This design comes from an exercise in tuning for small area and few clock cycles on the open sky130 flow, not from production work. At most, simulation tests tie the RTL to the original design; equivalence was not proved. For runs 3 and 4, only the layout was checked, not whether the RTL still works. The clock port is modelled as an ideal driver; clocking choices that lean on that would not hold on a real chip. No activity file was given, so power comes from the tool's default toggle rates.

<file path="config.mk">
export PLATFORM = sky130hd
export DESIGN_NAME = hid_key_report_to_ascii_typematic
export DESIGN_NICKNAME = hid_key_report_to_ascii_typematic
export VERILOG_FILES = /design/flow/design.v
export SDC_FILE = /design/flow/constraint.sdc
export NUM_CORES = 4
export LEC_CHECK = 0
export CAP_MARGIN = 20
export CORE_MARGIN = 2
export CORE_UTILIZATION = 40
export CTS_BUF_LIST = sky130_fd_sc_hd__clkbuf_8
export SLEW_MARGIN = 20
export SYNTH_HIERARCHICAL = 1
</file>
<file path="constraint.sdc">
create_clock -name core_clock -period 10.0 [get_ports {clk_i}]
set_input_delay 2.0000 -clock core_clock [delete_from_list [all_inputs] [get_ports {clk_i}]]
set_output_delay 2.0000 -clock core_clock [all_outputs]
set_load 0.01 [all_outputs]
</file>
<file path="design.v">
package hkt_pkg;
  localparam int unsigned CFG_IDX_W = 2;
  localparam logic [CFG_IDX_W-1:0] REG_NEWLINE_MODE = 2'd0;
  localparam logic [CFG_IDX_W-1:0] REG_FIRST_REPEAT = 2'd1;
  localparam logic [CFG_IDX_W-1:0] REG_NEXT_REPEAT  = 2'd2;
  localparam int unsigned IN_SLOTS = 6;
  localparam logic [7:0] KEY_CAPS_LOCK = 8'h39;
  localparam logic [7:0] KEY_NUM_LOCK  = 8'h53;
  localparam logic [7:0] CTRL_LO       = 8'h40;
  localparam logic [7:0] CTRL_HI       = 8'h5F;
  localparam logic [7:0] FIRST_RESET   = 8'd60;
  localparam logic [7:0] NEXT_RESET    = 8'd6;
  function automatic logic [7:0] plain_tab(logic [4:0] n);
    logic [7:0] c;
    case (n)
      5'd0: c = 8'h31;
      5'd1: c = 8'h32;
      5'd2: c = 8'h33;
      5'd3: c = 8'h34;
      5'd4: c = 8'h35;
      5'd5: c = 8'h36;
      5'd6: c = 8'h37;
      5'd7: c = 8'h38;
      5'd8: c = 8'h39;
      5'd9: c = 8'h30;
      5'd10: c = 8'h00;
      5'd11: c = 8'h00;
      5'd12: c = 8'h08;
      5'd13: c = 8'h00;
      5'd14: c = 8'h20;
      5'd15: c = 8'h2D;
      5'd16: c = 8'h3D;
      5'd17: c = 8'h5B;
      5'd18: c = 8'h5D;
      5'd19: c = 8'h5C;
      5'd20: c = 8'h60;
      5'd21: c = 8'h3B;
      5'd22: c = 8'h27;
      5'd23: c = 8'h60;
      5'd24: c = 8'h2C;
      5'd25: c = 8'h2E;
      5'd26: c = 8'h2F;
      default: c = 8'h00;
    endcase
    plain_tab = c;
  endfunction
  function automatic logic [7:0] shift_tab(logic [4:0] n);
    logic [7:0] c;
    case (n)
      5'd0: c = 8'h21;
      5'd1: c = 8'h40;
      5'd2: c = 8'h23;
      5'd3: c = 8'h24;
      5'd4: c = 8'h25;
      5'd5: c = 8'h5E;
      5'd6: c = 8'h26;
      5'd7: c = 8'h2A;
      5'd8: c = 8'h28;
      5'd9: c = 8'h29;
      5'd10: c = 8'h00;
      5'd11: c = 8'h00;
      5'd12: c = 8'h08;
      5'd13: c = 8'h00;
      5'd14: c = 8'h20;
      5'd15: c = 8'h5F;
      5'd16: c = 8'h2B;
      5'd17: c = 8'h7B;
      5'd18: c = 8'h7D;
      5'd19: c = 8'h7C;
      5'd20: c = 8'h7E;
      5'd21: c = 8'h3A;
      5'd22: c = 8'h22;
      5'd23: c = 8'h7E;
      5'd24: c = 8'h3C;
      5'd25: c = 8'h3E;
      5'd26: c = 8'h3F;
      default: c = 8'h00;
    endcase
    shift_tab = c;
  endfunction
  function automatic logic [7:0] arrow_tab(logic [4:0] n);
    logic [7:0] c;
    case (n)
      5'd0: c = 8'h43;
      5'd1: c = 8'h44;
      5'd2: c = 8'h42;
      5'd3: c = 8'h41;
      default: c = 8'h00;
    endcase
    arrow_tab = c;
  endfunction
  typedef struct packed {
    logic [1:0]      len;
    logic [2:0][7:0] b;
  } xlat_t;
  typedef struct packed {
    logic            new_caps;
    logic            new_num;
    logic            xlat;
    logic [7:0]      key;
    logic [1:0]      len;
    logic [2:0][7:0] b;
  } hkt_lane_t;
  function automatic xlat_t key_lookup(logic [7:0] key, logic up, logic nl);
    xlat_t      r;
    logic [7:0] c;
    logic [7:0] n;
    r = '0;
    c = '0;
    n = '0;
    if (key >= 8'h04 && key <= 8'h1D) begin
      r.len  = 2'd1;
      r.b[0] = (up ? 8'h41 : 8'h61) + (key - 8'h04);
    end else if (key == 8'h28) begin
      r.b[0] = 8'h0D;
      if (nl) begin
        r.b[1] = 8'h0A;
        r.len  = 2'd2;
      end else begin
        r.len = 2'd1;
      end
    end else if (key >= 8'h1E && key <= 8'h38) begin
      n = key - 8'h1E;
      c = up ? shift_tab(n[4:0]) : plain_tab(n[4:0]);
      if (c != 8'h00) begin
        r.len  = 2'd1;
        r.b[0] = c;
      end
    end else if (key >= 8'h3A && key <= 8'h45) begin
      n      = key - 8'h3A;
      r.len  = 2'd3;
      r.b[0] = 8'h1B;
      r.b[1] = 8'h5B;
      if (up) begin
        r.b[2] = (n < 8'd2) ? 8'h59 + n : 8'h61 + (n - 8'd2);
      end else begin
        r.b[2] = 8'h4D + n;
      end
    end else if (key >= 8'h4F && key <= 8'h52) begin
      n      = key - 8'h4F;
      r.len  = 2'd3;
      r.b[0] = 8'h1B;
      r.b[1] = 8'h5B;
      r.b[2] = arrow_tab({3'b000, n[1:0]});
    end else if (key == 8'h4C) begin
      r.len  = 2'd1;
      r.b[0] = 8'h7F;
    end else if (key == 8'h63) begin
      r.len  = 2'd1;
      r.b[0] = up ? 8'h2E : 8'h7F;
    end
    key_lookup = r;
  endfunction
endpackage
module hkt_lane (
  input  logic [7:0] key_i,
  input  logic       up_i,
  input  logic       ctrl_i,
  input  logic       nl_i,
  input  logic [1:0] idx_i,
  output logic [1:0] len_o,
  output logic [7:0] byte_o
);
  logic [7:0] plain, shifted, pb, third;
  logic [4:0] lo;
  logic       letter, punct, three, enter;
  assign letter = key_i[6:5] == 2'b00 && key_i[4:1] != 4'b1111;
  assign punct  = (key_i[6:5] == 2'b00 && key_i[4:1] == 4'b1111)
               || (key_i[6:5] == 2'b01 && key_i[4:3] != 2'b11)
               || (key_i[6:3] == 4'b0111 && key_i[2:0] == 3'b000);
  assign three  = !letter && !punct && key_i[6:0] != 7'h4C && key_i[6:0] != 7'h63;
  assign enter  = key_i[6:0] == 7'h28;
  assign lo = 5'(key_i[4:0] - 5'd3);
  always_comb begin
    plain   = 8'hxx;
    shifted = 8'hxx;
    case (key_i[5:0])
      6'h1E: begin plain = 8'h31; shifted = 8'h21; end
      6'h1F: begin plain = 8'h32; shifted = 8'h40; end
      6'h20: begin plain = 8'h33; shifted = 8'h23; end
      6'h21: begin plain = 8'h34; shifted = 8'h24; end
      6'h22: begin plain = 8'h35; shifted = 8'h25; end
      6'h23: begin plain = 8'h36; shifted = 8'h5E; end
      6'h24: begin plain = 8'h37; shifted = 8'h26; end
      6'h25: begin plain = 8'h38; shifted = 8'h2A; end
      6'h26: begin plain = 8'h39; shifted = 8'h28; end
      6'h27: begin plain = 8'h30; shifted = 8'h29; end
      6'h2A: begin plain = 8'h08; shifted = 8'h08; end
      6'h2C: begin plain = 8'h20; shifted = 8'h20; end
      6'h2D: begin plain = 8'h2D; shifted = 8'h5F; end
      6'h2E: begin plain = 8'h3D; shifted = 8'h2B; end
      6'h2F: begin plain = 8'h5B; shifted = 8'h7B; end
      6'h30: begin plain = 8'h5D; shifted = 8'h7D; end
      6'h31: begin plain = 8'h5C; shifted = 8'h7C; end
      6'h32: begin plain = 8'h60; shifted = 8'h7E; end
      6'h33: begin plain = 8'h3B; shifted = 8'h3A; end
      6'h34: begin plain = 8'h27; shifted = 8'h22; end
      6'h35: begin plain = 8'h60; shifted = 8'h7E; end
      6'h36: begin plain = 8'h2C; shifted = 8'h3C; end
      6'h37: begin plain = 8'h2E; shifted = 8'h3E; end
      6'h38: begin plain = 8'h2F; shifted = 8'h3F; end
      default: ;
    endcase
    if (ctrl_i && (key_i[5:0] == 6'h1F || key_i[5:0] == 6'h23 || key_i[5:0] == 6'h2D))
      pb = {3'b000, shifted[4:0]};
    else
      pb = up_i ? shifted : plain;
  end
  always_comb begin
    case (key_i[5:0])
      6'h3A: third = up_i ? 8'h59 : 8'h4D;
      6'h3B: third = up_i ? 8'h5A : 8'h4E;
      6'h3C: third = up_i ? 8'h61 : 8'h4F;
      6'h3D: third = up_i ? 8'h62 : 8'h50;
      6'h3E: third = up_i ? 8'h63 : 8'h51;
      6'h3F: third = up_i ? 8'h64 : 8'h52;
      6'h00: third = up_i ? 8'h65 : 8'h53;
      6'h01: third = up_i ? 8'h66 : 8'h54;
      6'h02: third = up_i ? 8'h67 : 8'h55;
      6'h03: third = up_i ? 8'h68 : 8'h56;
      6'h04: third = up_i ? 8'h69 : 8'h57;
      6'h05: third = up_i ? 8'h6A : 8'h58;
      6'h0F: third = 8'h43;
      6'h10: third = 8'h44;
      6'h11: third = 8'h42;
      6'h12: third = 8'h41;
      default: third = 8'hxx;
    endcase
  end
  assign len_o = three ? 2'd3 : (enter && nl_i) ? 2'd2 : 2'd1;
  always_comb begin
    if (three) begin
      case (idx_i)
        2'd0:    byte_o = 8'h1B;
        2'd1:    byte_o = 8'h5B;
        default: byte_o = third;
      endcase
    end else if (enter) begin
      byte_o = idx_i[0] ? 8'h0A : 8'h0D;
    end else if (letter) begin
      byte_o = {ctrl_i ? 3'b000 : up_i ? 3'b010 : 3'b011, lo};
    end else if (punct) begin
      byte_o = pb;
    end else begin
      byte_o = (up_i && key_i[5]) ? 8'h2E : 8'h7F;
    end
  end
endmodule
module hkt_match (
  input  logic [5:0][7:0] slots_i,
  input  logic [5:0][7:0] prev_i,
  input  logic            pvalid_i,
  input  logic            scan_i,
  input  logic [2:0]      p_i,
  input  logic [2:0]      h_i,
  output logic [2:0]      s_o,
  output logic            has_s_o,
  output logic            more_o,
  output logic [7:0]      skey_o,
  output logic [5:0]      row_o,
  output logic [5:0]      col_o
);
  logic [5:0] diag, cand, done, todo;
  logic [7:0] hkey;
  always_comb begin
    for (int i = 0; i < 6; i++) begin
      diag[i] = pvalid_i && (slots_i[i] == prev_i[i]);
      cand[i] = !diag[i] && (slots_i[i] != 8'h00);
      done[i] = scan_i && (3'(i) <= p_i);
    end
    todo = cand & ~done;
    s_o  = 3'd0;
    for (int i = 5; i >= 0; i--) begin
      if (todo[i]) s_o = 3'(i);
    end
    has_s_o = |todo;
    more_o  = |(todo & ~(6'd1 << s_o));
    skey_o  = '0;
    for (int i = 0; i < 6; i++) begin
      if (todo[i] && (todo & ((6'd1 << i) - 6'd1)) == '0) skey_o = skey_o | slots_i[i];
    end
    hkey    = prev_i[h_i];
    for (int j = 0; j < 6; j++) begin
      row_o[j] = skey_o == prev_i[j];
      col_o[j] = slots_i[j] == hkey;
    end
  end
endmodule
module hid_key_report_to_ascii_typematic #(
  parameter int unsigned KEY_SLOTS = 6
) (
  input  logic                      clk_i,
  input  logic                      rst_ni,
  input  logic                      cfg_we_i,
  input  logic [hkt_pkg::CFG_IDX_W-1:0] cfg_idx_i,
  input  logic [7:0]                cfg_data_i,
  input  logic                      in_valid_i,
  output logic                      in_ready_o,
  input  logic                      op_i,
  input  logic [7:0]                modifier_bits_i,
  input  logic [7:0]                key_slot_0_i,
  input  logic [7:0]                key_slot_1_i,
  input  logic [7:0]                key_slot_2_i,
  input  logic [7:0]                key_slot_3_i,
  input  logic [7:0]                key_slot_4_i,
  input  logic [7:0]                key_slot_5_i,
  output logic                      out_valid_o,
  input  logic                      out_ready_i,
  output logic [7:0]                out_char_o,
  output logic                      char_valid_o,
  output logic                      last_o,
  output logic                      caps_lock_led_o,
  output logic                      num_lock_led_o,
  output logic                      led_report_changed_o
);
  localparam int unsigned N = 6;
  logic            nl_q;
  logic [7:0]      first_q, next_q;
  logic [N-1:0][7:0] prev_q;
  logic            pvalid_q;
  logic            pshift_q, pctrl_q, caps_q, num_q;
  logic            hv_q;
  logic [2:0]      h_q;
  logic            hup_q, hctrl_q, hnl_q;
  logic [7:0]      rem_q;
  logic            scan_q, evr_q;
  logic [2:0]      p_q;
  logic            job_v_q, ofire_q, chg_q, onl_q;
  logic [N-1:0]    pend_q, oup_q;
  logic [1:0]      bidx_q;
  logic [N-1:0][7:0] slots;
  logic            shift, ctrl;
  logic [N-1:0]    row, col;
  logic [2:0]      s, h1;
  logic [7:0]      skey;
  logic            xl_any;
  logic            more, has_s, sseen, snew, sx, sc, sn, sup, ev_s, evr, chg_run;
  logic            hv0, present;
  logic            scan, step;
  logic            fire_c;
  logic            acc, acc_rep, acc_tick, acc_fire;
  logic            out_xfer, finishing, slot_free;
  logic [2:0]      cur, kidx;
  logic [7:0]      okey;
  logic            oup, octrl, onl;
  logic [1:0]      olen;
  logic [7:0]      obyte;
  logic            lane_end, pend_one;
  function automatic logic has_xlat(logic [7:0] k);
    has_xlat = (k >= 8'h04 && k <= 8'h38 && k != 8'h29 && k != 8'h2B)
            || (k >= 8'h3A && k <= 8'h45) || (k >= 8'h4F && k <= 8'h52)
            || k == 8'h4C || k == 8'h63;
  endfunction
  assign slots = {key_slot_5_i, key_slot_4_i, key_slot_3_i, key_slot_2_i, key_slot_1_i,
                  key_slot_0_i};
  assign shift = modifier_bits_i[1] | modifier_bits_i[5];
  assign ctrl  = modifier_bits_i[0] | modifier_bits_i[4];
  hkt_match u_match (
    .slots_i  (slots),
    .prev_i   (prev_q),
    .pvalid_i (pvalid_q),
    .scan_i   (scan_q),
    .p_i      (p_q),
    .h_i      (h_q),
    .s_o      (s),
    .has_s_o  (has_s),
    .more_o   (more),
    .skey_o   (skey),
    .row_o    (row),
    .col_o    (col)
  );
  always_comb begin
    sseen   = pvalid_q && (|row);
    snew    = has_s && !sseen;
    sx      = snew && has_xlat(skey);
    sc      = snew && skey == hkt_pkg::KEY_CAPS_LOCK;
    sn      = snew && skey == hkt_pkg::KEY_NUM_LOCK;
    sup     = (caps_q && skey >= 8'h04 && skey <= 8'h1D) != shift;
    ev_s    = sx || sc || sn;
    evr     = scan_q && evr_q;
    chg_run = (scan_q && chg_q) || sc || sn;
    xl_any  = (scan_q && (|pend_q)) || sx;
    hv0     = hv_q && !((ctrl && !pctrl_q) || (shift && !pshift_q));
    present = |col;
    h1      = 3'd0;
    for (int i = N - 1; i >= 0; i--) begin
      if (col[i]) h1 = 3'(i);
    end
  end
  always_comb begin
    cur = 3'd0;
    for (int i = N - 1; i >= 0; i--) begin
      if (pend_q[i]) cur = 3'(i);
    end
  end
  assign kidx  = ofire_q ? h_q : cur;
  assign okey  = prev_q[kidx];
  assign oup   = ofire_q ? hup_q : oup_q[cur];
  assign octrl = ofire_q ? hctrl_q : pctrl_q;
  assign onl   = ofire_q ? hnl_q : onl_q;
  hkt_lane u_xlat (
    .key_i  (okey),
    .up_i   (oup),
    .ctrl_i (octrl),
    .nl_i   (onl),
    .idx_i  (bidx_q),
    .len_o  (olen),
    .byte_o (obyte)
  );
  assign lane_end     = (bidx_q == olen - 2'd1);
  assign pend_one     = (pend_q & (pend_q - 1'b1)) == '0;
  assign out_valid_o  = job_v_q;
  assign char_valid_o = ofire_q || (|pend_q);
  assign out_char_o   = char_valid_o ? obyte : 8'h00;
  assign last_o       = ofire_q ? lane_end : (pend_q == '0 || (pend_one && lane_end));
  assign caps_lock_led_o      = caps_q;
  assign num_lock_led_o       = num_q;
  assign led_report_changed_o = chg_q;
  assign fire_c    = hv_q && (rem_q <= 8'd1);
  assign out_xfer  = job_v_q && out_ready_i;
  assign finishing = out_xfer && last_o;
  assign slot_free = !job_v_q || finishing;
  assign in_ready_o = op_i ? (!fire_c || slot_free) : (slot_free && !more);
  assign acc       = in_valid_i && in_ready_o;
  assign acc_rep   = acc && !op_i;
  assign acc_tick  = acc && op_i;
  assign acc_fire  = acc_tick && fire_c;
  assign scan      = in_valid_i && !op_i && !job_v_q && more;
  assign step      = scan || acc_rep;
  always_ff @(posedge clk_i or negedge rst_ni) begin
    if (!rst_ni) begin
      nl_q     <= 1'b1;
      first_q  <= hkt_pkg::FIRST_RESET;
      next_q   <= hkt_pkg::NEXT_RESET;
      pvalid_q <= 1'b0;
      scan_q   <= 1'b0;
      pshift_q <= 1'b0;
      pctrl_q  <= 1'b0;
      caps_q   <= 1'b0;
      num_q    <= 1'b0;
      hv_q     <= 1'b0;
      job_v_q  <= 1'b0;
    end else begin
      if (cfg_we_i) begin
        unique case (cfg_idx_i)
          hkt_pkg::REG_NEWLINE_MODE: nl_q    <= cfg_data_i[0];
          hkt_pkg::REG_FIRST_REPEAT: first_q <= cfg_data_i;
          hkt_pkg::REG_NEXT_REPEAT:  next_q  <= cfg_data_i;
          default: ;
        endcase
      end
      scan_q <= scan;
      if (step) begin
        caps_q <= caps_q ^ sc;
        num_q  <= num_q ^ sn;
        if (ev_s)                  hv_q <= sx;
        else if (acc_rep && !evr)  hv_q <= hv0 && present;
      end
      if (acc_rep) begin
        pvalid_q <= 1'b1;
        pshift_q <= shift;
        pctrl_q  <= ctrl;
      end
      if (slot_free) job_v_q <= acc_rep || acc_fire;
    end
  end
  always_ff @(posedge clk_i) begin
    if (scan) begin
      p_q   <= s;
      evr_q <= evr || ev_s;
    end
    if (step) begin
      oup_q[s] <= sup;
      if (sx) begin
        h_q     <= s;
        hup_q   <= sup;
        hctrl_q <= ctrl;
      end else if (acc_rep && !ev_s && !evr) begin
        h_q     <= h1;
      end
    end
    if (acc_rep) begin
      prev_q <= slots;
      onl_q  <= nl_q;
    end
    if (acc_rep && xl_any) begin
      hnl_q <= nl_q;
      rem_q <= first_q;
    end else if (acc_tick && hv_q) rem_q <= fire_c ? next_q : rem_q - 8'd1;
    if (scan) begin
      pend_q <= (scan_q ? pend_q : '0) | (sx ? (N'(1) << s) : '0);
      chg_q  <= chg_run;
    end else if (slot_free) begin
      bidx_q  <= 2'd0;
      ofire_q <= !acc_rep;
      pend_q  <= acc_rep ? ((scan_q ? pend_q : '0) | (sx ? (N'(1) << s) : '0)) : '0;
      chg_q   <= acc_rep && chg_run;
    end else if (out_xfer) begin
      if (!ofire_q && lane_end) begin
        pend_q[cur] <= 1'b0;
        bidx_q      <= 2'd0;
      end else begin
        bidx_q <= bidx_q + 2'd1;
      end
    end
  end
endmodule
</file>
<file path="flow/run.sh">
#!/bin/bash
# The standard layout (the standard.sh, standard synthesis included), with two changes:
# the port buffers that global placement inserts are the smallest buffer cell instead of
# the default choice (every input and output port still gets its own buffer), and clock
# tree synthesis adds no dummy loads.
set -euo pipefail
export BUFFER_PORTS_ARGS="-buffer_cell sky130_fd_sc_hd__buf_1"
export CTS_ARGS="-sink_clustering_enable -repair_clock_nets -dont_use_dummy_load -buf_list sky130_fd_sc_hd__clkbuf_8"
bash standard.sh > standard.log 2>&1
</file>
<file path="standard.sh">
#!/bin/bash
# synth_recipe.tcl (not shown) runs the flow's synth.tcl, then flattens the netlist and writes it again
# the make line also repeats each setting of config.mk as NAME=value (left out here)
make -C /OpenROAD-flow-scripts/flow DESIGN_CONFIG=/design/flow/config.mk WORK_HOME=/design/flow/orfs CLKGATE_MAP_FILE= SYNTH_SCRIPT=/design/flow/synth_recipe.tcl "${@:-finish}"
</file>
==> impl_metrics.env, run 1 <==
export IMPL_cp_startpoint="pend_q[1]"
export IMPL_cp_buffers_inverters=2
export IMPL_layout_commonest_cell="xor2_1"
export IMPL_core_sq_mm=0.0250
export IMPL_rr_startpoint="pend_q[1]"
export IMPL_io_pins=87
export IMPL_final_cell_mix="86 x xor2_1, 83 x edfxtp_1, 81 x buf_1"
export IMPL_startpoint_type="flop"
export IMPL_dr_pass1_iters=6
export IMPL_tns_ns=0
export IMPL_viasPerCell=6.19
export IMPL_cap_violations=0
export IMPL_max_freq_ghz=0.113
export IMPL_dieArea_sq_mm=0.0267
export IMPL_place_gp_congestion=0.966
export IMPL_synthToLayoutAreaGrowth_pct=6.45
export IMPL_min_period_ns=8.86
export IMPL_hp_class="flop to flop"
export IMPL_syn_area_sq_mm=0.0102
export IMPL_ant_nets=0
export IMPL_cts_root_buf="clkbuf_8"
export IMPL_ctsHoldBuffers=0
export IMPL_finalCritPeriodShare_pct=88.6
export IMPL_grt_pass1_vias=8296
export IMPL_crit_path_cell_trace="nor3_2, inv_1, o21ai_2, mux2i_1, mux2_2, o22ai_1, ha_1, nand4bb_1, a21oi_1, nand2b_1, o21a_1, nand2_1, xnor2_1, mux2i_1, a31oi_1, nand2_1, nand2_1, o2bb2ai_1, buf_1"
export IMPL_critPathArrivalTime_ns=6.86
export IMPL_final_cell_area_sq_mm=0.0108
export IMPL_worstMarginPinSlew_ns=1.17
export IMPL_vias=9050
export IMPL_slowest_delay_ns=0.79
export IMPL_dr_first_iter_drc_count=1011
export IMPL_grt_max_degree=56
export IMPL_crit_required_ns=8.00
export IMPL_vdd_drop_max_v=0.0000820
export IMPL_wl_microns=31000
export IMPL_yosys_warnings=9
export IMPL_worstPathMaxFanout=15
export IMPL_nets=1226
export IMPL_hold_viol_final=0
export IMPL_worstHoldStart="num_q"
export IMPL_post_cts_setup_buffers=0
export IMPL_die_y_microns=163
export IMPL_clk_path_buf_depth=2
export IMPL_antenna_found_initial=0
export IMPL_finalSetupViolations=0
export IMPL_leakage_nw=3.73
export IMPL_avgRoutedWirePerCell_microns=21.2
export IMPL_clkTransAtPathRegs_ns=0.10
export IMPL_grt_pass1_wl_microns=48400
export IMPL_skew_ns=0.0329
export IMPL_slowest_stage="o21ai_2"
export IMPL_cts_buffers_inserted=9
export IMPL_crit_type="flop to primary output"
export IMPL_crit_top_cell="nand2_1"
export IMPL_fin_cells=1462
export IMPL_track_usage_pct=23.5
export IMPL_syn_inst=1090
export IMPL_final_util_pct=43.2
export IMPL_cts_num_sinks=108
export IMPL_endpoint_kind="primary output"
export IMPL_clock_latency_ns=0.41
export IMPL_htree_num_levels=3
export IMPL_outcome="no timing/DRC/antenna violations"
export IMPL_cts_resized=0
export IMPL_synth_nets=1182
export IMPL_portBuffers=81
export IMPL_dieWidth_microns=163
export IMPL_power_density_mw_per_mm2=126
export IMPL_overflow=0
export IMPL_hpwl_microns=23400
export IMPL_n_antenna_cell=0
export IMPL_grt_setup_unrepaired="no"
export IMPL_drcViolationCount=0
export IMPL_critical_path_top_delay_family="compound AO/OA/AOI/OAI gates"
export IMPL_syn_avg_cell_area_sq_um=9.33
export IMPL_drive_above_1_share_pct=11.5
export IMPL_dpl_instance_area_sq_mm=0.0107
export IMPL_finalMaxSlewViolations=0
export IMPL_start_util_pct=40.6
export IMPL_dp_cells=1451
export IMPL_cts_tree="done"
export IMPL_maxSlewHeadroom_pct=21.8
export IMPL_finalPower_mw=1.37
export IMPL_core_rowCount=58
==> where the power goes <==
part	internal, mW	switching (mW)
clock	0.0816	0.150
combinational	0.215	0.308
sequential	0.552	0.0631
total	0.848	0.520
==> routing by layer <==
metal	vias up	share of wire, %	GRT usage, %
met5	-	0	0
met4	0	1.7	5.39
met3	32	6.9	3.15
met2	359	46	37.9
met1	4435	45	33.4
li1	4224	-	-
==> area by class of cell <==
type / instances / area (sq um)
clock buffers: 9 / 124
flip-flops and latches: 108 / 3130
fillers: 2487 / 14200
repair buffers: 97 / 424
well taps: 330 / 413
inverters: 52 / 195
multi-input cells: 866 / 6540
==> worst reg2reg max path, cell delays in order (launching register included) <==
cell and delay [ns]:
edfxtp_1 0.53, nor3_2 0.43, inv_1 0.20, o21ai_2 0.79, mux2i_1 0.18, mux2_2 0.31
o22ai_1 0.57, ha_1 0.58, nand4bb_1 0.14, a21oi_1 0.24, nand2b_1 0.16, o21a_1 0.21
nand2_1 0.08, xnor2_1 0.19, mux2i_1 0.17, a31oi_1 0.73, nand2_1 0.46, nand2_1 0.19
a41o_1 0.42
==> path summary, 6_finish.rpt <==
path                            cells past startpoint  slack (ns)         end
max in group asynchronous                           2        8.10        nl_q
worst max register to register                     18        3.08    rem_q[7]
min in group asynchronous                           2        1.56   next_q[5]
worst max-delay path                               19        1.14  in_ready_o
worst min register to register                      1        0.48       num_q
worst min-delay path                                1        0.48       num_q
==> flip-flops by register name, indices dropped and copies added (netlist names), 2 cells and up <==
signal / cells
bidx_q: 2
prev_q: 48
p_q: 3
next_q: 8
first_q: 8
rem_q: 8
oup_q: 6
h_q: 3
pend_q: 6
==> stage by stage <==
stage / setup slack (ns) / hold WS, ns
global placement: 1.70 / 0.459
detailed placement: 1.56 / 0.463
floorplan: 3.12 / 0.479
CTS: 1.13 / 0.476
global route: 0.451 / 0.502
finish: 1.14 / 0.477
Testbench counts, summed over its fixed seeds: cycles 24,608.
==> run 2: changes to the inputs <==
--- a/flow/run.sh
+++ b/flow/run.sh
@@ -6,4 +6,4 @@
 set -euo pipefail
 export BUFFER_PORTS_ARGS="-buffer_cell sky130_fd_sc_hd__buf_1"
-export CTS_ARGS="-sink_clustering_enable -repair_clock_nets -dont_use_dummy_load -buf_list sky130_fd_sc_hd__clkbuf_8"
+export CTS_ARGS="-sink_clustering_enable -repair_clock_nets -dont_use_dummy_load -buf_list sky130_fd_sc_hd__clkbuf_8 -sink_clustering_size 10"
 bash standard.sh > standard.log 2>&1
==> run 2 against run 1 <==
  * Core utilization stayed put
  * Non-clock buffer count unchanged
  * Critical path depth did not move
  * Wire length is the same
  * Clock skew unchanged
  * Die area unchanged
  * Largest power group unchanged
  * Critical endpoint unchanged
  * Synthesized cell count stayed put
  * Register-to-register slack about the same
  * Setup slack is the same
  * Hold slack did not move
  * Still clean
  * Highest routed layer unchanged
  * Synthesized area unchanged
==> impl_metrics.env, run 2 <==
export IMPL_r2r_slack_ns=3.08
export IMPL_antenna_found_initial=0
export IMPL_die_y_microns=163
export IMPL_cts_resized=0
export IMPL_syn_avg_cell_area_sq_um=9.33
export IMPL_drcViolationCount=0
export IMPL_grt_setup_unrepaired="no"
export IMPL_avgRoutedWirePerCell_microns=21.2
export IMPL_vdd_drop_max_v=0.0000820
export IMPL_hp_class="flop to flop"
export IMPL_dr_first_iter_drc_count=1011
export IMPL_wl_microns=31000
export IMPL_cts_tree="done"
export IMPL_nFillCells=2487
export IMPL_overflow=0
export IMPL_finalMaxSlewViolations=0
export IMPL_max_freq_ghz=0.113
export IMPL_grt_max_degree=56
export IMPL_portBuffers=81
export IMPL_endpoint_kind="primary output"
export IMPL_vias=9050
export IMPL_clock_latency_ns=0.41
export IMPL_yosys_warnings=9
export IMPL_clk_path_buf_depth=2
export IMPL_syn_area_sq_mm=0.0102
export IMPL_clkTransAtPathRegs_ns=0.10
export IMPL_core_sq_mm=0.0250
export IMPL_rr_endpoint="rem_q[7]"
export IMPL_largest_register="prev_q"
export IMPL_largest_register_ffs=48
export IMPL_dieWidth_microns=163
export IMPL_cts_num_sinks=108
export IMPL_track_usage_pct=23.5
export IMPL_worstPathMaxFanout=15
export IMPL_hold_viol_final=0
export IMPL_synthToLayoutAreaGrowth_pct=6.45
export IMPL_grt_pass1_vias=8296
export IMPL_htree_num_levels=3
export IMPL_place_gp_congestion=0.966
export IMPL_crit_type="flop to primary output"
export IMPL_outcome="no timing/DRC/antenna violations"
export IMPL_finalCritPeriodShare_pct=88.6
export IMPL_rr_startpoint="pend_q[1]"
export IMPL_n_antenna_cell=0
export IMPL_maxSlewHeadroom_pct=21.8
export IMPL_syn_inst=1090
export IMPL_reg2reg_depth=18
export IMPL_skew_ns=0.0329
export IMPL_ctsHoldBuffers=0
export IMPL_dr_pass1_iters=6
export IMPL_cap_violations=0
export IMPL_synth_nets=1182
export IMPL_post_cts_setup_buffers=0
export IMPL_final_cell_mix="86 x xor2_1, 83 x edfxtp_1, 81 x buf_1"
export IMPL_min_period_ns=8.86
export IMPL_io_pins=87
export IMPL_drive_above_1_share_pct=11.5
export IMPL_power_density_mw_per_mm2=126
export IMPL_layout_commonest_cell="xor2_1"
export IMPL_crit_required_ns=8.00
export IMPL_critPathArrivalTime_ns=6.86
export IMPL_finalSetupViolations=0
export IMPL_ant_nets=0
export IMPL_leakage_nw=3.73
export IMPL_viasPerCell=6.19
export IMPL_cts_buffers_inserted=9
export IMPL_dieArea_sq_mm=0.0267
export IMPL_cp_startpoint="pend_q[1]"
export IMPL_hpwl_microns=23400
export IMPL_cts_root_buf="clkbuf_8"
export IMPL_grt_pass1_wl_microns=48400
export IMPL_core_rowCount=58
export IMPL_startpoint_type="flop"
export IMPL_worstMarginPinSlew_ns=1.17
export IMPL_crit_end="in_ready_o"
export IMPL_final_util_pct=43.2
export IMPL_start_util_pct=40.6
export IMPL_nets=1226
export IMPL_tns_ns=0
==> run 2: cell counts in the layout (fill, tap and decap cells not counted) <==
No cell type changed its count.
==> run 2: worst max-delay path, cell delays in order (launching register included) <==
cell and delay [ns]:
edfxtp_1 0.53, nor3_2 0.43, inv_1 0.20, o21ai_2 0.79
mux2i_1 0.17, mux2_2 0.31, o22ai_1 0.57, ha_1 0.58
nand4bb_1 0.14, a21oi_1 0.24, nand2b_1 0.16, o21a_1 0.21
nand2_1 0.08, xnor2_1 0.19, mux2i_1 0.17, a31oi_1 0.73
nand2_1 0.46, nand2_1 0.19, o2bb2ai_1 0.13, buf_1 0.17
==> run 2: stage by stage <==
stage                     std cells  hold WS, ns  instance area (sq um)  setup slack (ns)  total power, mW
after floorplan                1090        0.479                  10200              3.12             1.00
after global placement         1450        0.459                  10700              1.70             1.13
after CTS                      1460        0.476                  10800              1.13             1.37
after detailed placement       1451        0.463                  10700              1.56             1.14
final                          1462        0.477                  10800              1.14             1.37
after global routing           1462        0.502                  10800             0.451             1.45
==> run 2: worst min path at each step <==
stage,from,end,slack [ns],cells after the start
after floorplan,next_q[0],next_q[0],0.48,1
after global placement,num_q,num_q,0.46,1
after detailed placement,num_q,num_q,0.46,1
after CTS,num_q,num_q,0.48,1
after global routing,num_q,num_q,0.50,1
final,num_q,num_q,0.48,1
==> run 2: per-layer routing <==
metal | GRT usage (%) | wire [microns] | vias to the layer above
met1 | 33.4 | 14000 | 4435
met5 | 0 | 0 | -
li1 | - | - | 4224
met2 | 37.9 | 14300 | 359
met4 | 5.39 | 536 | 0
met3 | 3.15 | 2130 | 32
==> run 2: area by class of cell <==
class,instances,area [sq um],area share [%]
Timing Repair Buffer,97,424,3.92
Inverter,52,195,1.80
Tap cell,330,413,3.82
Clock buffer,9,124,1.14
Sequential cell,108,3130,28.9
Multi-Input combinational cell,866,6540,60.4
==> run 2: where the power goes <==
part | internal, mW | total, mW | switching, mW | leakage, nW
clock | 0.0816 | 0.231 | 0.150 | 0.0647
sequential | 0.552 | 0.615 | 0.0631 | 1.06
combinational | 0.215 | 0.522 | 0.308 | 2.61
==> run 3: changes to the inputs <==
--- a/design.v
+++ b/design.v
@@ -253,5 +253,5 @@
   input  logic            scan_i,
   input  logic [2:0]      p_i,
-  input  logic [2:0]      h_i,
+  input  logic [7:0]      k_i,
   output logic [2:0]      s_o,
   output logic            has_s_o,
@@ -262,5 +262,4 @@
 );
   logic [5:0] diag, cand, done, todo;
-  logic [7:0] hkey;
   always_comb begin
     for (int i = 0; i < 6; i++) begin
@@ -280,8 +279,7 @@
       if (todo[i] && (todo & ((6'd1 << i) - 6'd1)) == '0) skey_o = skey_o | slots_i[i];
     end
-    hkey    = prev_i[h_i];
     for (int j = 0; j < 6; j++) begin
       row_o[j] = skey_o == prev_i[j];
-      col_o[j] = slots_i[j] == hkey;
+      col_o[j] = slots_i[j] == k_i;
     end
   end
@@ -321,5 +319,5 @@
   logic            pshift_q, pctrl_q, caps_q, num_q;
   logic            hv_q;
-  logic [2:0]      h_q;
+  logic [7:0]      k_q;
   logic            hup_q, hctrl_q, hnl_q;
   logic [7:0]      rem_q;
@@ -332,5 +330,5 @@
   logic            shift, ctrl;
   logic [N-1:0]    row, col;
-  logic [2:0]      s, h1;
+  logic [2:0]      s;
   logic [7:0]      skey;
   logic            xl_any;
@@ -341,5 +339,5 @@
   logic            acc, acc_rep, acc_tick, acc_fire;
   logic            out_xfer, finishing, slot_free;
-  logic [2:0]      cur, kidx;
+  logic [2:0]      cur;
   logic [7:0]      okey;
   logic            oup, octrl, onl;
@@ -362,5 +360,5 @@
     .scan_i   (scan_q),
     .p_i      (p_q),
-    .h_i      (h_q),
+    .k_i      (k_q),
     .s_o      (s),
     .has_s_o  (has_s),
@@ -383,8 +381,4 @@
     hv0     = hv_q && !((ctrl && !pctrl_q) || (shift && !pshift_q));
     present = |col;
-    h1      = 3'd0;
-    for (int i = N - 1; i >= 0; i--) begin
-      if (col[i]) h1 = 3'(i);
-    end
   end
   always_comb begin
@@ -394,6 +388,5 @@
     end
   end
-  assign kidx  = ofire_q ? h_q : cur;
-  assign okey  = prev_q[kidx];
+  assign okey  = ofire_q ? k_q : prev_q[cur];
   assign oup   = ofire_q ? hup_q : oup_q[cur];
   assign octrl = ofire_q ? hctrl_q : pctrl_q;
@@ -473,9 +466,7 @@
       oup_q[s] <= sup;
       if (sx) begin
-        h_q     <= s;
+        k_q     <= skey;
         hup_q   <= sup;
         hctrl_q <= ctrl;
-      end else if (acc_rep && !ev_s && !evr) begin
-        h_q     <= h1;
       end
     end
==> flow/run.sh (replaced) <==
#!/bin/bash
# The standard layout (the standard.sh, standard synthesis included), with these changes:
# the port buffers that global placement inserts are the smallest buffer cell instead of
# the default choice (every input and output port still gets its own buffer); clock tree
# synthesis uses clkbuf_8 buffers and adds no dummy loads; and after clock tree synthesis,
# cells on paths with slack are sized down (flow/post_cts.tcl).
# standard.sh's output goes to standard.log; each ORFS step keeps its own log under orfs/logs.
set -euo pipefail
export BUFFER_PORTS_ARGS="-buffer_cell sky130_fd_sc_hd__buf_1"
export CTS_ARGS="-sink_clustering_enable -repair_clock_nets -dont_use_dummy_load -buf_list sky130_fd_sc_hd__clkbuf_8"
export POST_CTS_TCL="$PWD/flow/post_cts.tcl"
bash standard.sh > standard.log 2>&1
==> flow/post_cts.tcl (new file) <==
# Size down cells on paths with slack, then legalize the placement again.
estimate_parasitics -placement
repair_timing -recover_power 100 -verbose
detailed_placement
check_placement -verbose
report_design_area
--- a/config.mk
+++ b/config.mk
@@ -9,5 +9,4 @@
 export CORE_MARGIN = 2
 export CORE_UTILIZATION = 40
-export CTS_BUF_LIST = sky130_fd_sc_hd__clkbuf_8
 export SLEW_MARGIN = 20
 export SYNTH_HIERARCHICAL = 1
==> run 3 against run 2 <==
  * Still clean on timing, DRC and antenna
  * Core utilization fell by 0.19 points
  * Combinational power is 49% lower
  * Clock-buffer cell count increased by 8
  * Synthesized area decreased by 0.25%
  * Global-route usage increased by 0.59 points
  * Sequential power down 9.4%
  * Hold slack worse by 0.0011 ns
  * Via count is 0.24% lower
  * Clock power up 41%
  * Sequential share of layout area up 1.5 points
  * Setup slack gained 0.21 ns
  * Wire length rose by 2.7%
  * Largest power group unchanged
==> impl_metrics.env, run 3 <==
export IMPL_cap_violations=0
export IMPL_ant_nets=0
export IMPL_max_freq_ghz=0.116
export IMPL_hpwl_microns=23300
export IMPL_finalMaxSlewViolations=0
export IMPL_crit_required_ns=8.00
export IMPL_vdd_drop_max_v=0.0000817
export IMPL_dieWidth_microns=163
export IMPL_tns_ns=0
export IMPL_io_pins=87
export IMPL_wl_microns=31800
export IMPL_hp_class="flop to flop"
export IMPL_setup_slack_ns=1.35
export IMPL_dieArea_sq_mm=0.0266
export IMPL_skew_ns=0.0452
export IMPL_rr_startpoint="pend_q[1]"
export IMPL_yosys_warnings=9
export IMPL_worstPathMaxFanout=17
export IMPL_portBuffers=81
export IMPL_slowest_delay_ns=0.70
export IMPL_avgRoutedWirePerCell_microns=21.9
export IMPL_crit_top_cell="o21ai_0"
export IMPL_critPathArrivalTime_ns=6.65
export IMPL_drcViolationCount=0
export IMPL_syn_avg_cell_area_sq_um=9.41
export IMPL_maxSlewHeadroom_pct=19.4
export IMPL_final_util_pct=43.0
export IMPL_hold_viol_final=0
export IMPL_cp_buffers_inverters=3
export IMPL_crit_path_cell_trace="or4_1, nor2_2, nor2_1, a211oi_1, a311oi_1, a21o_1, inv_1, ha_1, nand4b_1, a21oi_1, nand2b_1, o21a_1, nand2_1, xnor2_1, mux2i_1, o21ai_0, o21a_4, clkinv_4, o21ai_0, o21ai_0, buf_1"
export IMPL_r2r_slack_ns=2.75
export IMPL_start_util_pct=40.5
export IMPL_grt_setup_unrepaired="no"
export IMPL_synthToLayoutAreaGrowth_pct=6.24
export IMPL_largest_register="prev_q"
export IMPL_outcome="no timing/DRC/antenna violations"
export IMPL_synth_nets=1169
export IMPL_viasPerCell=6.22
export IMPL_final_cell_mix="93 x nand2_1, 88 x xnor2_1, 88 x edfxtp_1"
export IMPL_power_density_mw_per_mm2=107
export IMPL_die_y_microns=163
export IMPL_cts_tree="done"
export IMPL_nets=1215
export IMPL_clkTransAtPathRegs_ns=0.07
export IMPL_drive_above_1_share_pct=13.5
export IMPL_layout_commonest_cell="nand2_1"
export IMPL_cp_startpoint="pend_q[1]"
export IMPL_dr_first_iter_drc_count=922
export IMPL_dp_cells=1434
export IMPL_place_gp_congestion=0.911
export IMPL_overflow=0
export IMPL_syn_inst=1078
export IMPL_slowest_stage="nor2_2"
export IMPL_pre_cts_slack_ns=2.49
export IMPL_vias=9028
export IMPL_core_rowCount=58
export IMPL_worstHoldStart="num_q"
export IMPL_min_period_ns=8.65
export IMPL_antenna_found_initial=0
export IMPL_grt_pass1_wl_microns=49300
export IMPL_track_usage_pct=24.1
export IMPL_dr_pass1_iters=6
export IMPL_largest_register_ffs=48
export IMPL_finalSetupViolations=0
export IMPL_worstMarginPinSlew_ns=1.20
export IMPL_cts_num_sinks=113
export IMPL_finalCritPeriodShare_pct=86.5
export IMPL_endpoint_kind="primary output"
export IMPL_clock_latency_ns=0.47
export IMPL_syn_area_sq_mm=0.0101
export IMPL_critical_path_top_delay_family="compound AO/OA/AOI/OAI gates"
export IMPL_grt_max_degree=45
export IMPL_fin_cells=1452
export IMPL_n_antenna_cell=0
export IMPL_leakage_nw=3.54
export IMPL_core_sq_mm=0.0250
export IMPL_grt_pass1_vias=8498
export IMPL_startpoint_type="flop"
export IMPL_crit_type="flop to primary output"
[run 3: final timing paths]
kind,end,depth (start not counted)
setup / recovery,in_ready_o,21
hold / removal,num_q,1
setup reg to reg,prev_q[17],21
hold reg to reg,num_q,1
max in group asynchronous,scan_q,2
min in group asynchronous,next_q[3],2
[run 3: metrics by stage]
| step | power [mW] | area (sq um) | hold WS, ns |
|---|---|---|---|
| 3_5_place_dp | 0.833 | 10600 | 0.456 |
| 2_1_floorplan | 0.754 | 10100 | 0.475 |
| 3_3_place_gp | 0.829 | 10600 | 0.460 |
| 6_report | 1.15 | 10800 | 0.476 |
| 5_1_grt | 1.20 | 10800 | 0.515 |
[run 3: layout make-up]
class / count / area [sq um]
clock buffer: 17 / 234
sequential: 113 / 3280
fill: 2478 / 14300
multi-input combinational: 862 / 6310
timing repair buffer: 95 / 399
inverter: 35 / 138
tap: 330 / 413
[run 3: report_power, final]
part           internal [mW]  switching, mW  total, mW
logic                  0.107          0.161      0.268
clock network          0.149          0.176      0.325
registers              0.535         0.0217      0.557
total                  0.791          0.358       1.15
[run 3: layer usage]
layer,vias to the layer above,wire (microns),global-route usage [%]
li1,4200,-,-
met1,4335,14200,33.7
met2,423,14000,36.9
met3,70,2850,5.33
met4,0,856,7.72
met5,-,0,0
==> run 4: changes to the inputs <==
--- a/design.v
+++ b/design.v
@@ -253,5 +253,5 @@
   input  logic            scan_i,
   input  logic [2:0]      p_i,
-  input  logic [7:0]      k_i,
+  input  logic [2:0]      h_i,
   output logic [2:0]      s_o,
   output logic            has_s_o,
@@ -261,8 +261,15 @@
   output logic [5:0]      col_o
 );
-  logic [5:0] diag, cand, done, todo;
+  logic [5:0] diag, same, cand, done, todo;
+  logic [7:0] hkey;
+  assign hkey = prev_i[h_i];
+  for (genvar j = 0; j < 6; j++) begin : g_cmp
+    hkt_eq8 u_diag (.a_i(slots_i[j]), .b_i(prev_i[j]), .eq_o(same[j]));
+    hkt_eq8 u_row  (.a_i(skey_o),     .b_i(prev_i[j]), .eq_o(row_o[j]));
+    hkt_eq8 u_col  (.a_i(slots_i[j]), .b_i(hkey),      .eq_o(col_o[j]));
+  end
   always_comb begin
     for (int i = 0; i < 6; i++) begin
-      diag[i] = pvalid_i && (slots_i[i] == prev_i[i]);
+      diag[i] = pvalid_i && same[i];
       cand[i] = !diag[i] && (slots_i[i] != 8'h00);
       done[i] = scan_i && (3'(i) <= p_i);
@@ -279,10 +286,13 @@
       if (todo[i] && (todo & ((6'd1 << i) - 6'd1)) == '0) skey_o = skey_o | slots_i[i];
     end
-    for (int j = 0; j < 6; j++) begin
-      row_o[j] = skey_o == prev_i[j];
-      col_o[j] = slots_i[j] == k_i;
-    end
   end
 endmodule
+module hkt_eq8 (
+  input  logic [7:0] a_i,
+  input  logic [7:0] b_i,
+  output logic       eq_o
+);
+  assign eq_o = a_i == b_i;
+endmodule
 module hid_key_report_to_ascii_typematic #(
   parameter int unsigned KEY_SLOTS = 6
@@ -319,5 +329,5 @@
   logic            pshift_q, pctrl_q, caps_q, num_q;
   logic            hv_q;
-  logic [7:0]      k_q;
+  logic [2:0]      h_q;
   logic            hup_q, hctrl_q, hnl_q;
   logic [7:0]      rem_q;
@@ -330,5 +340,5 @@
   logic            shift, ctrl;
   logic [N-1:0]    row, col;
-  logic [2:0]      s;
+  logic [2:0]      s, h1;
   logic [7:0]      skey;
   logic            xl_any;
@@ -340,4 +350,5 @@
   logic            out_xfer, finishing, slot_free;
   logic [2:0]      cur;
+  logic [N-1:0]    ksel;
   logic [7:0]      okey;
   logic            oup, octrl, onl;
@@ -360,5 +371,5 @@
     .scan_i   (scan_q),
     .p_i      (p_q),
-    .k_i      (k_q),
+    .h_i      (h_q),
     .s_o      (s),
     .has_s_o  (has_s),
@@ -381,4 +392,8 @@
     hv0     = hv_q && !((ctrl && !pctrl_q) || (shift && !pshift_q));
     present = |col;
+    h1      = 3'd0;
+    for (int i = N - 1; i >= 0; i--) begin
+      if (col[i]) h1 = 3'(i);
+    end
   end
   always_comb begin
@@ -388,5 +403,9 @@
     end
   end
-  assign okey  = ofire_q ? k_q : prev_q[cur];
+  always_comb begin
+    ksel = ofire_q ? (N'(1) << h_q) : (pend_q & ~(pend_q - 1'b1));
+    okey = '0;
+    for (int i = 0; i < N; i++) okey = okey | (ksel[i] ? prev_q[i] : 8'h00);
+  end
   assign oup   = ofire_q ? hup_q : oup_q[cur];
   assign octrl = ofire_q ? hctrl_q : pctrl_q;
@@ -466,7 +485,9 @@
       oup_q[s] <= sup;
       if (sx) begin
-        k_q     <= skey;
+        h_q     <= s;
         hup_q   <= sup;
         hctrl_q <= ctrl;
+      end else if (acc_rep && !ev_s && !evr) begin
+        h_q     <= h1;
       end
     end
==> run 4 against run 3 <==
  * Synthesized cell count fell by 10%
  * Critical path depth fell by 3
  * Clock-buffer cell count fell by 8
  * Global-route usage fell by 0.93 points
  * Sequential share of layout area rose by 1.2 points
  * Final area fell by 8.3%
  * Wire length fell by 11%
  * Non-clock buffer count rose by 7
  * Register-to-register slack improved by 0.68 ns
  * Via count fell by 11%
  * Still clean on timing, DRC and antenna
  * Clock power fell by 32%
  * Clock skew fell by 0.011 ns
  * Critical endpoint unchanged
==> impl_metrics.env, run 4 <==
export IMPL_outcome="no timing/DRC/antenna violations"
export IMPL_max_freq_ghz=0.122
export IMPL_grt_pass1_wl_microns=43600
export IMPL_track_usage_pct=23.1
export IMPL_avgRoutedWirePerCell_microns=21.5
export IMPL_min_period_ns=8.20
export IMPL_portBuffers=81
export IMPL_finalMaxSlewViolations=0
export IMPL_grt_setup_unrepaired="no"
export IMPL_finalSetupViolations=0
export IMPL_dp_cells=1305
export IMPL_hpwl_microns=21200
export IMPL_place_gp_congestion=0.931
export IMPL_grt_pass1_vias=7413
export IMPL_largest_register="prev_q"
export IMPL_crit_required_ns=8.00
export IMPL_finalCritPeriodShare_pct=82.0
export IMPL_core_rowCount=55
export IMPL_cap_violations=0
export IMPL_drive_above_1_share_pct=8.54
export IMPL_skew_ns=0.0338
export IMPL_layout_commonest_cell="xnor2_1"
export IMPL_tns_ns=0
export IMPL_cts_num_sinks=108
export IMPL_drcViolationCount=0
export IMPL_viasPerCell=6.13
export IMPL_largest_register_ffs=48
export IMPL_hold_ws_ns=0.482
export IMPL_final_util_pct=43.5
export IMPL_dieWidth_microns=156
export IMPL_critPathArrivalTime_ns=6.20
export IMPL_final_cell_mix="153 x xnor2_1, 83 x edfxtp_1, 73 x nand2_1"
export IMPL_endpoint_kind="primary output"
export IMPL_leakage_nw=3.17
export IMPL_worstMarginPinSlew_ns=1.29
export IMPL_crit_type="flop to primary output"
export IMPL_syn_inst=969
export IMPL_p_clk_share_pct=21.9
export IMPL_final_cell_area_sq_mm=0.00988
export IMPL_ant_nets=0
export IMPL_hp_class="flop to flop"
export IMPL_p_switching_mw=0.314
export IMPL_power_density_mw_per_mm2=103
export IMPL_pre_cts_slack_ns=2.29
export IMPL_cts_tree="done"
export IMPL_comb_power_share_pct=26.1
export IMPL_maxSlewHeadroom_pct=14.0
export IMPL_dpl_instance_area_sq_mm=0.00984
export IMPL_dr_first_iter_drc_count=934
export IMPL_clkTransAtPathRegs_ns=0.12
export IMPL_nets=1123
export IMPL_hold_viol_final=0
export IMPL_setup_slack_ns=1.80
export IMPL_yosys_warnings=9
export IMPL_dr_pass1_iters=5
export IMPL_start_util_pct=40.9
export IMPL_dieArea_sq_mm=0.0245
export IMPL_core_sq_mm=0.0227
export IMPL_io_pins=87
export IMPL_vias=8063
export IMPL_synth_nets=1060
export IMPL_fin_cells=1315
export IMPL_clock_latency_ns=0.41
export IMPL_intPower_mw=0.699
export IMPL_startpoint_type="flop"
export IMPL_power_frac_seq_pct=52.0
export IMPL_worstPathMaxFanout=19
export IMPL_finalPower_mw=1.01
export IMPL_switching_share_pct=31.0
export IMPL_overflow=0
export IMPL_die_y_microns=156
export IMPL_grt_max_degree=52
export IMPL_antenna_found_initial=0
export IMPL_synthToLayoutAreaGrowth_pct=6.32
export IMPL_n_antenna_cell=0
export IMPL_wl_microns=28300
export IMPL_syn_area_sq_mm=0.00929
export IMPL_vdd_drop_max_v=0.0000567
export IMPL_syn_avg_cell_area_sq_um=9.59
run 4: final timing paths:
check | cells past startpoint | slack [ns] | from | end
worst min register to register | 1 | 0.48 | num_q | num_q
min in group asynchronous | 2 | 1.67 | rst_ni | num_q
max in group asynchronous | 2 | 7.88 | rst_ni | pvalid_q
worst max-delay path | 18 | 1.80 | h_q[0] | in_ready_o
worst min-delay path | 1 | 0.48 | num_q | num_q
worst max register to register | 17 | 3.43 | h_q[0] | pend_q[3]
run 4: final cells by class:
type | instances | area, sq um
Fill cell | 2239 | 12800
Clock buffer | 9 | 124
Multi-Input combinational cell | 771 | 5680
Timing Repair Buffer | 102 | 438
Sequential cell | 108 | 3130
Inverter | 40 | 150
Tap cell | 285 | 357
run 4: per-layer routing:
layer / vias up / track usage, % / share of wire (%)
met1: 3924 / 33.8 / 45
met2: 346 / 36.5 / 46
met5: - / 0 / 0
li1: 3754 / - / -
met3: 39 / 2.44 / 7.5
met4: 0 / 6.03 / 1.8
run 4: worst max-delay path: stages (launching register included):
cell      delay [ns]
edfxtp_1        1.00
nand2_1         0.17
o32ai_1         0.79
a22oi_1         0.20
nand3_1         0.44
inv_1           0.22
ha_1            0.40
and2b_1         0.31
and4_1          0.26
nand2_1         0.10
nand2_1         0.07
xor2_1          0.18
mux2i_1         0.43
a21bo_2         0.23
o21a_1          0.29
inv_1           0.17
o21ai_0         0.23
o21ai_0         0.15
buf_1           0.15
run 4: power groups by stage:
stage | sequential (mW) | clock [mW] | combinational, mW
after detailed placement | 0.537 | 0 | 0.267
after global placement | 0.537 | 0 | 0.263
after global routing | 0.530 | 0.243 | 0.288
final | 0.527 | 0.222 | 0.264
after floorplan | 0.530 | 0 | 0.190
==> run 5: changes to the inputs <==
--- a/design.v
+++ b/design.v
@@ -349,6 +349,5 @@
   logic            acc, acc_rep, acc_tick, acc_fire;
   logic            out_xfer, finishing, slot_free;
-  logic [2:0]      cur;
-  logic [N-1:0]    ksel;
+  logic [2:0]      cur, kidx;
   logic [7:0]      okey;
   logic            oup, octrl, onl;
@@ -403,9 +402,6 @@
     end
   end
-  always_comb begin
-    ksel = ofire_q ? (N'(1) << h_q) : (pend_q & ~(pend_q - 1'b1));
-    okey = '0;
-    for (int i = 0; i < N; i++) okey = okey | (ksel[i] ? prev_q[i] : 8'h00);
-  end
+  assign kidx  = ofire_q ? h_q : cur;
+  assign okey  = prev_q[kidx];
   assign oup   = ofire_q ? hup_q : oup_q[cur];
   assign octrl = ofire_q ? hctrl_q : pctrl_q;
==> run 5 against run 4 <==
  * Clock skew grew 0.012 ns
  * Final area grew 2.3%
  * Global-route usage shrank 0.35 points
  * Fmax shrank 6.9%
  * Setup slack lost 0.61 ns
  * Synthesized cell count grew 0.72%
  * Via count grew 0.19%
==> impl_metrics.env, run 5 <==
export IMPL_dieWidth_microns=158
export IMPL_nets=1130
export IMPL_nFillCells=2279
export IMPL_hold_viol_final=0
export IMPL_grt_max_degree=57
export IMPL_worstPathMaxFanout=14
export IMPL_clkTransAtPathRegs_ns=0.10
export IMPL_switching_share_pct=37.1
export IMPL_rr_startpoint="pend_q[5]"
export IMPL_start_util_pct=40.5
export IMPL_core_sq_mm=0.0233
export IMPL_cts_tree="done"
export IMPL_fin_cells=1355
export IMPL_worstHoldStart="num_q"
export IMPL_worstMarginPinSlew_ns=1.13
export IMPL_overflow=0
export IMPL_vias=8078
export IMPL_n_antenna_cell=0
export IMPL_wl_microns=27900
export IMPL_layout_commonest_cell="xnor2_1"
export IMPL_p_switching_mw=0.498
export IMPL_clock_latency_ns=0.40
export IMPL_core_rowCount=56
export IMPL_synth_nets=1068
export IMPL_dr_pass1_iters=5
export IMPL_maxSlewHeadroom_pct=24.5
export IMPL_max_freq_ghz=0.114
export IMPL_portBuffers=81
export IMPL_cts_num_sinks=108
export IMPL_tns_ns=0
export IMPL_syn_area_sq_mm=0.00945
export IMPL_leakage_nw=3.24
export IMPL_ant_nets=0
export IMPL_finalPower_mw=1.34
export IMPL_hold_ws_ns=0.482
export IMPL_endpoint_kind="primary output"
export IMPL_final_cell_mix="152 x xnor2_1, 83 x edfxtp_1, 76 x nand2_1"
export IMPL_grt_pass1_vias=7584
export IMPL_syn_inst=976
export IMPL_grt_setup_unrepaired="no"
export IMPL_avgRoutedWirePerCell_microns=20.6
export IMPL_largest_register="prev_q"
export IMPL_antenna_found_initial=0
export IMPL_p_clk_share_pct=16.6
export IMPL_hpwl_microns=21100
export IMPL_grt_pass1_wl_microns=43600
export IMPL_dp_cells=1346
export IMPL_hp_class="flop to flop"
export IMPL_cap_violations=0
export IMPL_comb_power_share_pct=37.6
export IMPL_finalSetupViolations=0
export IMPL_outcome="no timing/DRC/antenna violations"
export IMPL_place_gp_congestion=0.929
export IMPL_final_util_pct=43.3
export IMPL_crit_required_ns=8.00
export IMPL_crit_type="flop to primary output"
export IMPL_io_pins=87
export IMPL_viasPerCell=5.96
export IMPL_track_usage_pct=22.8
export IMPL_die_y_microns=158
export IMPL_skew_ns=0.0453
export IMPL_finalCritPeriodShare_pct=88.1
export IMPL_critPathArrivalTime_ns=6.81
export IMPL_power_density_mw_per_mm2=133
export IMPL_finalMaxSlewViolations=0
export IMPL_syn_avg_cell_area_sq_um=9.69
export IMPL_drive_above_1_share_pct=10.2
export IMPL_min_period_ns=8.81
export IMPL_synthToLayoutAreaGrowth_pct=6.87
export IMPL_dieArea_sq_mm=0.0249
export IMPL_vdd_drop_max_v=0.0000840
export IMPL_yosys_warnings=9
export IMPL_largest_register_ffs=48
export IMPL_intPower_mw=0.844
export IMPL_startpoint_type="flop"
export IMPL_dr_first_iter_drc_count=733
export IMPL_power_frac_seq_pct=45.8
export IMPL_drcViolationCount=0
export IMPL_cp_startpoint="pend_q[5]"
[run 5: area by class of cell]
class | count | area [sq um] | share of cell area (%)
clock buffers | 9 | 124 | 1.23
repair buffers | 102 | 448 | 4.43
inverters | 36 | 135 | 1.34
flip-flops and latches | 108 | 3130 | 30.9
well taps | 319 | 399 | 3.95
multi-input cells | 781 | 5870 | 58.1
[run 5: layer usage]
layer	track usage (%)	share of wire (%)	routed length (microns)	up-vias
met4	7.49	2.9	811	0
li1	-	-	-	3773
met1	31.6	44	12300	3882
met2	35.8	45	12700	360
met5	0	0	0	-
met3	4.22	7.6	2110	63
[run 5: power groups by stage]
stage	Combinational, mW	Sequential (mW)	Clock [mW]
global placement	0.504	0.622	0
global route	0.556	0.623	0.245
detailed placement	0.511	0.624	0
floorplan	0.403	0.587	0
finish	0.505	0.615	0.222
[run 5: path summary, 6_finish.rpt]
path                               to  slack [ns]  cells past startpoint
max                        in_ready_o        1.19                     20
min                             num_q        0.48                      1
max reg2reg                  rem_q[1]        2.38                     20
min reg2reg                     num_q        0.48                      1
max in group asynchronous    pvalid_q        7.79                      2
min in group asynchronous   next_q[6]        1.71                      2
[run 5: through the flow]
| stage | setup WS [ns] | instance area [sq um] |
|---|---|---|
| 5_1_grt | 0.540 | 10100 |
| 3_3_place_gp | 2.10 | 10100 |
| 2_1_floorplan | 3.12 | 9450 |
| 3_5_place_dp | 1.98 | 10100 |
| 6_report | 1.19 | 10100 |
[run 5: critical path, cell delays in order (launching register included)]
cell and delay, ns:
edfxtp_1 0.51, nor2b_1 0.18, o21bai_1 0.12, a21oi_1 0.21
mux2i_2 0.19, clkbuf_1 0.75, mux2_2 0.43, o22ai_1 0.60
inv_1 0.29, ha_1 0.42, and2b_1 0.28, and4_1 0.25
nand2_1 0.11, nand2_1 0.07, xnor2_1 0.19, mux2i_1 0.17
a31oi_1 0.69, nand2_1 0.43, nand2_1 0.19, o2bb2ai_1 0.15
buf_1 0.18
Testbench counts of run 5, summed over its fixed seeds: cycles 24,608.
==> run 6: changes to the inputs <==
--- a/design.v
+++ b/design.v
@@ -255,4 +255,5 @@
   input  logic [2:0]      h_i,
   output logic [2:0]      s_o,
+  output logic [5:0]      ssel_o,
   output logic            has_s_o,
   output logic            more_o,
@@ -280,10 +281,9 @@
       if (todo[i]) s_o = 3'(i);
     end
+    ssel_o  = todo & ~(todo - 6'd1);
     has_s_o = |todo;
-    more_o  = |(todo & ~(6'd1 << s_o));
+    more_o  = |(todo & ~ssel_o);
     skey_o  = '0;
-    for (int i = 0; i < 6; i++) begin
-      if (todo[i] && (todo & ((6'd1 << i) - 6'd1)) == '0) skey_o = skey_o | slots_i[i];
-    end
+    for (int i = 0; i < 6; i++) skey_o = skey_o | (ssel_o[i] ? slots_i[i] : 8'h00);
   end
 endmodule
@@ -349,5 +349,5 @@
   logic            acc, acc_rep, acc_tick, acc_fire;
   logic            out_xfer, finishing, slot_free;
-  logic [2:0]      cur, kidx;
+  logic [N-1:0]    first, ksel, ssel;
   logic [7:0]      okey;
   logic            oup, octrl, onl;
@@ -372,4 +372,5 @@
     .h_i      (h_q),
     .s_o      (s),
+    .ssel_o   (ssel),
     .has_s_o  (has_s),
     .more_o   (more),
@@ -397,12 +398,10 @@
   end
   always_comb begin
-    cur = 3'd0;
-    for (int i = N - 1; i >= 0; i--) begin
-      if (pend_q[i]) cur = 3'(i);
-    end
+    first = pend_q & ~(pend_q - 1'b1);
+    ksel  = ofire_q ? (N'(1) << h_q) : first;
+    okey = '0;
+    for (int i = 0; i < N; i++) okey = okey | (ksel[i] ? prev_q[i] : 8'h00);
   end
-  assign kidx  = ofire_q ? h_q : cur;
-  assign okey  = prev_q[kidx];
-  assign oup   = ofire_q ? hup_q : oup_q[cur];
+  assign oup   = ofire_q ? hup_q : |(first & oup_q);
   assign octrl = ofire_q ? hctrl_q : pctrl_q;
   assign onl   = ofire_q ? hnl_q : onl_q;
@@ -417,5 +416,5 @@
   );
   assign lane_end     = (bidx_q == olen - 2'd1);
-  assign pend_one     = (pend_q & (pend_q - 1'b1)) == '0;
+  assign pend_one     = (pend_q & ~first) == '0;
   assign out_valid_o  = job_v_q;
   assign char_valid_o = ofire_q || (|pend_q);
@@ -479,5 +478,5 @@
     end
     if (step) begin
-      oup_q[s] <= sup;
+      oup_q <= (oup_q & ~ssel) | (sup ? ssel : '0);
       if (sx) begin
         h_q     <= s;
@@ -497,14 +496,14 @@
     end else if (acc_tick && hv_q) rem_q <= fire_c ? next_q : rem_q - 8'd1;
     if (scan) begin
-      pend_q <= (scan_q ? pend_q : '0) | (sx ? (N'(1) << s) : '0);
+      pend_q <= (scan_q ? pend_q : '0) | (sx ? ssel : '0);
       chg_q  <= chg_run;
     end else if (slot_free) begin
       bidx_q  <= 2'd0;
       ofire_q <= !acc_rep;
-      pend_q  <= acc_rep ? ((scan_q ? pend_q : '0) | (sx ? (N'(1) << s) : '0)) : '0;
+      pend_q  <= acc_rep ? ((scan_q ? pend_q : '0) | (sx ? ssel : '0)) : '0;
       chg_q   <= acc_rep && chg_run;
     end else if (out_xfer) begin
       if (!ofire_q && lane_end) begin
-        pend_q[cur] <= 1'b0;
+        pend_q      <= pend_q & ~first;
         bidx_q      <= 2'd0;
       end else begin
==> run 6 against run 5 <==
  * Non-clock buffer count decreased by 6
  * Still clean on timing, DRC and antenna
  * Highest routed layer unchanged
  * Cell count decreased by 4.2%
  * Wire length increased by 0.57%
  * Fmax increased by 4.3%
  * Via count decreased by 0.41%
  * Combinational power decreased by 2%
  * Total power decreased by 1.2%
==> impl_metrics.env, run 6 <==
export IMPL_layout_commonest_cell="xnor2_1"
export IMPL_finalCritPeriodShare_pct=84.5
export IMPL_wl_microns=28100
export IMPL_switching_share_pct=37.8
export IMPL_syn_area_sq_mm=0.00905
export IMPL_wl_met2_microns=12700
export IMPL_largest_register_ffs=48
export IMPL_slowest_stage="edfxtp_1"
export IMPL_clock_latency_ns=0.39
export IMPL_synth_nets=1032
export IMPL_rr_startpoint="h_q[0]"
export IMPL_grt_pass1_vias=7675
export IMPL_final_cell_mix="151 x xnor2_1, 83 x edfxtp_1, 82 x nand2_1"
export IMPL_drcViolationCount=0
export IMPL_grt_pass1_wl_microns=43800
export IMPL_nFillCells=2283
export IMPL_finalSetupViolations=0
export IMPL_hold_viol_final=0
export IMPL_intPower_mw=0.825
export IMPL_portBuffers=81
export IMPL_dr_max_layer_used="met4"
export IMPL_drive_above_1_share_pct=7.70
export IMPL_core_rowCount=55
export IMPL_reg2reg_depth=16
export IMPL_dieWidth_microns=154
export IMPL_cap_violations=0
export IMPL_track_usage_pct=23.4
export IMPL_slowest_delay_ns=1.09
export IMPL_syn_inst=952
export IMPL_worstPathMaxFanout=18
export IMPL_finalMaxSlewViolations=0
export IMPL_largest_register="prev_q"
export IMPL_finalPower_mw=1.33
export IMPL_min_period_ns=8.45
export IMPL_dieArea_sq_mm=0.0238
export IMPL_hp_class="flop to flop"
export IMPL_grt_setup_unrepaired="no"
export IMPL_comb_power_share_pct=37.3
export IMPL_p_switching_mw=0.501
export IMPL_viasPerCell=6.20
export IMPL_crit_type="flop to primary output"
export IMPL_crit_required_ns=8.00
export IMPL_nets=1095
export IMPL_worstMarginPinSlew_ns=1.10
export IMPL_dr_first_iter_drc_count=1019
export IMPL_cts_num_sinks=108
export IMPL_io_pins=87
export IMPL_clkTransAtPathRegs_ns=0.11
export IMPL_grt_max_degree=35
export IMPL_critPathArrivalTime_ns=6.45
export IMPL_crit_path_cell_trace="nand2_1, o32ai_1, a222oi_1, nand2_1, inv_1, ha_1, and2b_1, and4_1, nand2_1, nand2_1, xor2_1, mux2i_1, a31oi_1, nand2_1, nand2_1, o2bb2ai_1, buf_1"
export IMPL_tns_ns=0
export IMPL_outcome="no timing/DRC/antenna violations"
export IMPL_p_clk_share_pct=16.6
export IMPL_rr_endpoint="prev_q[21]"
export IMPL_r2r_slack_ns=2.19
export IMPL_die_y_microns=154
export IMPL_startpoint_type="flop"
export IMPL_power_density_mw_per_mm2=138
export IMPL_worstHoldStart="pshift_q"
export IMPL_power_frac_seq_pct=46.1
export IMPL_place_gp_congestion=0.962
export IMPL_dr_pass1_iters=7
export IMPL_synthToLayoutAreaGrowth_pct=6.25
export IMPL_overflow=0
export IMPL_start_util_pct=40.3
export IMPL_core_sq_mm=0.0224
export IMPL_hold_ws_ns=0.500
export IMPL_pre_cts_slack_ns=2.32
export IMPL_yosys_warnings=9
export IMPL_critical_path_top_delay_family="compound AO/OA/AOI/OAI gates"
export IMPL_holdPathEnd="pshift_q"
export IMPL_avgRoutedWirePerCell_microns=21.6
export IMPL_worstHoldPathCells=2
export IMPL_hpwl_microns=21000
export IMPL_wl_met3_microns=2290
export IMPL_skew_ns=0.0313
export IMPL_max_freq_ghz=0.118
export IMPL_syn_avg_cell_area_sq_um=9.50
export IMPL_leakage_nw=3.03
export IMPL_setup_slack_ns=1.55
export IMPL_antenna_found_initial=0
export IMPL_endpoint_kind="primary output"
export IMPL_cp_buffers_inverters=2
export IMPL_m1WireLength_microns=12500
export IMPL_ant_nets=0
export IMPL_crit_top_cell="nand2_1"
export IMPL_vias=8045
export IMPL_maxSlewHeadroom_pct=26.2
export IMPL_n_antenna_cell=0
export IMPL_cts_tree="done"
export IMPL_vdd_drop_max_v=0.0000803
## run 6: power groups by stage
stage	clock network (mW)	registers (mW)	logic, mW
finish	0.220	0.611	0.495
global route	0.240	0.622	0.540
detailed placement	0	0.623	0.501
global placement	0	0.621	0.497
floorplan	0	0.587	0.388
## run 6: routing by layer
metal / track usage, % / up-vias
li1: - / 3718
met1: 33.0 / 3889
met3: 4.26 / 52
met4: 7.32 / 0
met2: 36.6 / 386
met5: 0 / -
## run 6: per-stage QoR
step           utilization, %  instance area [sq um]  std cells
6_report                 42.9                   9610       1298
5_1_grt                  42.9                   9610       1298
3_5_place_dp             42.7                   9580       1288
3_3_place_gp             42.7                   9580       1288
2_1_floorplan               -                   9050        952
## run 6: how the worst max path moves through the flow
stage / start / end / depth (start not counted)
finish: h_q[0] / in_ready_o / 17
global route: h_q[0] / in_ready_o / 17
detailed placement: h_q[0] / in_ready_o / 17
global placement: h_q[0] / in_ready_o / 17
floorplan: pend_q[1] / in_ready_o / 18
## run 6: area by class of cell
type / count / area, sq um / area share, %
timing repair buffer: 96 / 408 / 4.24
sequential: 108 / 3130 / 32.5
clock buffer: 9 / 124 / 1.29
multi-input combinational: 770 / 5490 / 57.1
tap: 285 / 357 / 3.71
inverter: 30 / 113 / 1.17
## run 6: tightest hold or removal path: cells and delay by family (launching register included)
| kind | cells | cell delay, ns |
|---|---|---|
| AO/OA/AOI/OAI | 1 | 0.06 |
| flip-flops | 1 | 0.36 |
| AND/OR/NAND/NOR | 1 | 0.05 |
Testbench counts of run 6, summed over its fixed seeds: cycles 24,608.

Setup slack of run 6, layout unchanged: 1.552 ns with ideal ports, 1.511 ns with driving cells assumed (clock clkbuf_16, inputs buf_2), 1.813 ns with port delays also shifted by the 0.419 ns mid clock arrival.
